What follows belongs to an exercise in optimizing a design on an open flow for small area; a production flow would make more cautious choices. Only simulation tests tie the RTL to the original design; equivalence was not proved. Power is estimated from default activity; no workload was simulated.

==> flow/design.v <==
`default_nettype none
package rvm_pkg;
    typedef enum logic [1:0] {
        INSTR_ADD,
        INSTR_ADDI,
        INSTR_LUI,
        INSTR_UNSUPPORTED
    } instr_e;
    typedef enum logic [2:0] {
        ST_POST_RESET,
        ST_FETCH,
        ST_DECODE,
        ST_EX_ADD,
        ST_EX_ADDI,
        ST_EX_LUI,
        ST_EX_NONE,
        ST_INC_PC
    } ctrl_state_e;
    typedef struct packed {
        logic                       c_en;    
        logic [32-1:0]       addr;    
    } mem_req_t;
    typedef struct packed {
        instr_e                     instr;
        logic [5-1:0] rs1;
        logic [5-1:0] rs2;
        logic [5-1:0] rd;
        logic [32-1:0]       imm;     
    } decoded_t;
    typedef struct packed {
        logic                       req;     
        logic [32-1:0]       lhs;
        logic [32-1:0]       rhs;
    } add_req_t;
    typedef struct packed {
        logic                       wen;
        logic [5-1:0] addr;
        logic [32-1:0]       wdata;
    } rd_write_t;
endpackage
`default_nettype wire
`default_nettype none
module rvm_core_top (
    input  logic        clk,
    input  logic        resetn,
    output logic        o_mem_c_en,
    output logic [31:0] o_mem_addr,
    input  logic [31:0] i_mem_rdata,
    input  logic        i_mem_stall,
    output logic        o_wb_wen,
    output logic [4:0]  o_wb_addr,
    output logic [31:0] o_wb_wdata
);
    logic [4:0]  ph;         
    logic        clr;        
    logic        run;        
    logic        have;       
    logic [29:0] pc;         
    logic        last;
    logic        acc;
    logic        sup;
    logic        d_add;
    logic        d_lui;
    assign last = &ph;
    assign o_mem_c_en = !have || (run && last);
    assign o_mem_addr = {pc, 2'b00};
    assign acc = o_mem_c_en && !i_mem_stall;
    assign d_add = i_mem_rdata[6:0] == 7'b0110011 && i_mem_rdata[14:12] == 3'd0 &&
                   i_mem_rdata[31:25] == 7'd0;
    assign d_lui = i_mem_rdata[6:0] == 7'b0110111;
    assign sup   = d_add || d_lui ||
                   (i_mem_rdata[6:0] == 7'b0010011 && i_mem_rdata[14:12] == 3'd0);
    always_ff @(posedge clk or negedge resetn) begin
        if (!resetn) begin
            ph   <= 5'd0;
            clr  <= 1'b1;
            run  <= 1'b1;
            have <= 1'b1;
            pc   <= 30'd0;
        end else begin
            ph <= ph + 5'd1;
            if (acc) pc <= pc + 30'd1;
            if (last) begin
                clr  <= 1'b0;
                run  <= (have && !run) || (acc && sup);
                have <= (have && !run) || (acc && sup);
            end else if (acc && sup) begin
                have <= 1'b1;
            end
        end
    end
    logic [4:0]  rd;
    logic [19:0] iw;         
    logic        is_add;
    logic        is_lui;
    always_ff @(posedge clk) begin
        if (acc) begin
            rd     <= i_mem_rdata[11:7];
            iw     <= i_mem_rdata[31:12];
            is_add <= d_add;
            is_lui <= d_lui;
        end
    end
    logic imm_bit;
    always_comb begin
        if (is_lui) imm_bit = (ph >= 5'd12) ? iw[ph - 5'd12] : 1'b0;
        else        imm_bit = (ph < 5'd12) ? iw[ph + 5'd8] : iw[19];
    end
    logic [31:0] tails;
    logic [31:0] regs [1:31];
    logic        sum;
    logic        wbit;
    assign tails[0] = 1'b0;
    assign wbit = sum && !clr;
    for (genvar i = 1; i < 32; i++) begin : g_reg
        logic sel;
        assign sel = clr || (run && rd == 5'(i));
        assign tails[i] = regs[i][0];
        always_ff @(posedge clk) begin
            regs[i] <= {sel ? wbit : regs[i][0], regs[i][31:1]};
        end
    end
    logic a_bit;
    logic b_bit;
    logic cin;
    logic carry;
    assign a_bit = tails[iw[7:3]] && !is_lui;                
    assign b_bit = is_add ? tails[iw[12:8]] : imm_bit;       
    assign cin   = carry && ph != 5'd0;
    assign sum   = a_bit ^ b_bit ^ cin;
    always_ff @(posedge clk) begin
        carry <= (a_bit & b_bit) | (a_bit & cin) | (b_bit & cin);
    end
    logic [30:0] wb;
    always_ff @(posedge clk) begin
        wb <= {sum, wb[30:1]};
    end
    assign o_wb_wen   = run && last && !clr;
    assign o_wb_addr  = rd;
    assign o_wb_wdata = {sum, wb};
endmodule
`default_nettype wire
==> flow/config.mk <==
export PLATFORM = sky130hd
export DESIGN_NAME = rvm_core_top
export DESIGN_NICKNAME = rvm_core_top
export VERILOG_FILES = /design/flow/design.v
export SDC_FILE = /design/flow/constraint.sdc
export NUM_CORES = 4
export LEC_CHECK = 0
export CAP_MARGIN = 20
export CORE_MARGIN = 2
export CORE_UTILIZATION = 65
export SLEW_MARGIN = 20
==> flow/constraint.sdc <==
create_clock -name core_clock -period 10.0 [get_ports {clk}]
set_input_delay 2.0000 -clock core_clock [delete_from_list [all_inputs] [get_ports {clk}]]
set_output_delay 2.0000 -clock core_clock [all_outputs]
set_load 0.01 [all_outputs]
standard.sh (not shown) runs the stock make flow with config.mk's settings and CLKGATE_MAP_FILE= SYNTH_SCRIPT=/design/flow/synth_recipe.tcl, a recipe that flattens the netlist after the stock synthesis.
==> flow/flow/run.sh <==
#!/bin/bash
# Standard layout (standard.sh), with buf_1 port buffers and CTS sink
# clusters sized for the flip-flop clock-slew limit, without dummy loads.
export BUFFER_PORTS_ARGS="-buffer_cell sky130_fd_sc_hd__buf_1"
export CTS_ARGS="-sink_clustering_enable -repair_clock_nets -dont_use_dummy_load -sink_clustering_size 30 -sink_clustering_max_diameter 60"
bash standard.sh > standard_run.log 2>&1
Rerun with:
==> flow/run.sh (new file) <==
#!/bin/bash
# synth_recipe.tcl (not shown) runs the flow's synth.tcl, then flattens the netlist and writes it again
# the make line also repeats each setting of config.mk as NAME=value (left out here)
make -C /OpenROAD-flow-scripts/flow DESIGN_CONFIG=/design/flow/config.mk WORK_HOME=/design/flow/orfs CLKGATE_MAP_FILE= SYNTH_SCRIPT=/design/flow/synth_recipe.tcl finish
--- a/flow/config.mk
+++ b/flow/config.mk
@@ -10 +10 @@
-export CORE_UTILIZATION = 65
+export CORE_UTILIZATION = 40
removed: flow/flow/run.sh
removed: flow/standard.sh
Effect:
- The changed run passed the timing, DRC and antenna checks
- worst setup slack is worse by 0.57 ns
- sequential share of layout area fell by 9.0 points
- die area rose by 61%
- non-clock buffer count does not change
- design area rose by 12%
Rerun with:
==> flow/flow/run.sh (new file) <==
#!/bin/bash
# Standard layout, with the port buffers made from buf_1 and without
# CTS dummy loads. Each tool's output goes to the logs ORFS writes.
cp standard.sh standard_sh_copy.log
cp config.mk config_mk_copy.log
export BUFFER_PORTS_ARGS="-buffer_cell sky130_fd_sc_hd__buf_1"
export CTS_ARGS="-sink_clustering_enable -repair_clock_nets -dont_use_dummy_load"
bash standard.sh > standard_run.log 2>&1
==> flow/standard.sh (new file) <==
#!/bin/bash
# synth_recipe.tcl (not shown) runs the flow's synth.tcl, then flattens the netlist and writes it again
# the make line also repeats each setting of config.mk as NAME=value (left out here)
make -C /OpenROAD-flow-scripts/flow DESIGN_CONFIG=/design/flow/config.mk WORK_HOME=/design/flow/orfs CLKGATE_MAP_FILE= SYNTH_SCRIPT=/design/flow/synth_recipe.tcl "${@:-finish}"
--- a/flow/config.mk
+++ b/flow/config.mk
@@ -10 +10 @@
-export CORE_UTILIZATION = 40
+export CORE_UTILIZATION = 60
removed: flow/run.sh
Effect: Routed wire length shrinks by about 3%; clock skew went up by 0.047 ns; worst hold slack got worse by 0.013 ns; cell count goes down by 14%; setup slack gets better by 0.56 ns; via count falls by about 2.6%; non-clock buffer count does not change; total power decreases by about 9%; sequential power hardly moves; final area drops by about 6.6%; clock-buffer cell count came out lower by 41.

==> static timing again, ports no longer ideal <==
The results above use ideal ports. As a check the final layouts listed here were re-extracted and re-timed, cells and wires unchanged.
Step 1: set_driving_cell puts a clkbuf_16 on clk and a buf_2 on each other input, an assumption about the parent block.
Step 2, shift: input delay + t, output delay - t, t = (earliest + latest rising clock arrival at the registers) / 2. This alone moves slack from input paths to output paths.
Slacks: ideal ports / drivers / drivers and shift; pairs: ideal ports / drivers.
| run | t, ns | setup WS [ns] | worst setup path at the end | worst register clock-pin slew, ns | worst data-port slew with drivers (ns) |
|---|---|---|---|---|---|
| the first run | 0.615 | 3.954 / 3.898 / 4.513 | register to output | 0.11 / 0.11 | 0.09 |
| the second run | 0.688 | 3.388 / 3.335 / 4.022 | register to output | 0.07 / 0.07 | 0.11 |
| the third run | 0.637 | 3.948 / 3.896 / 4.533 | register to output | 0.07 / 0.07 | 0.09 |
After both steps every run listed still meets setup and hold.
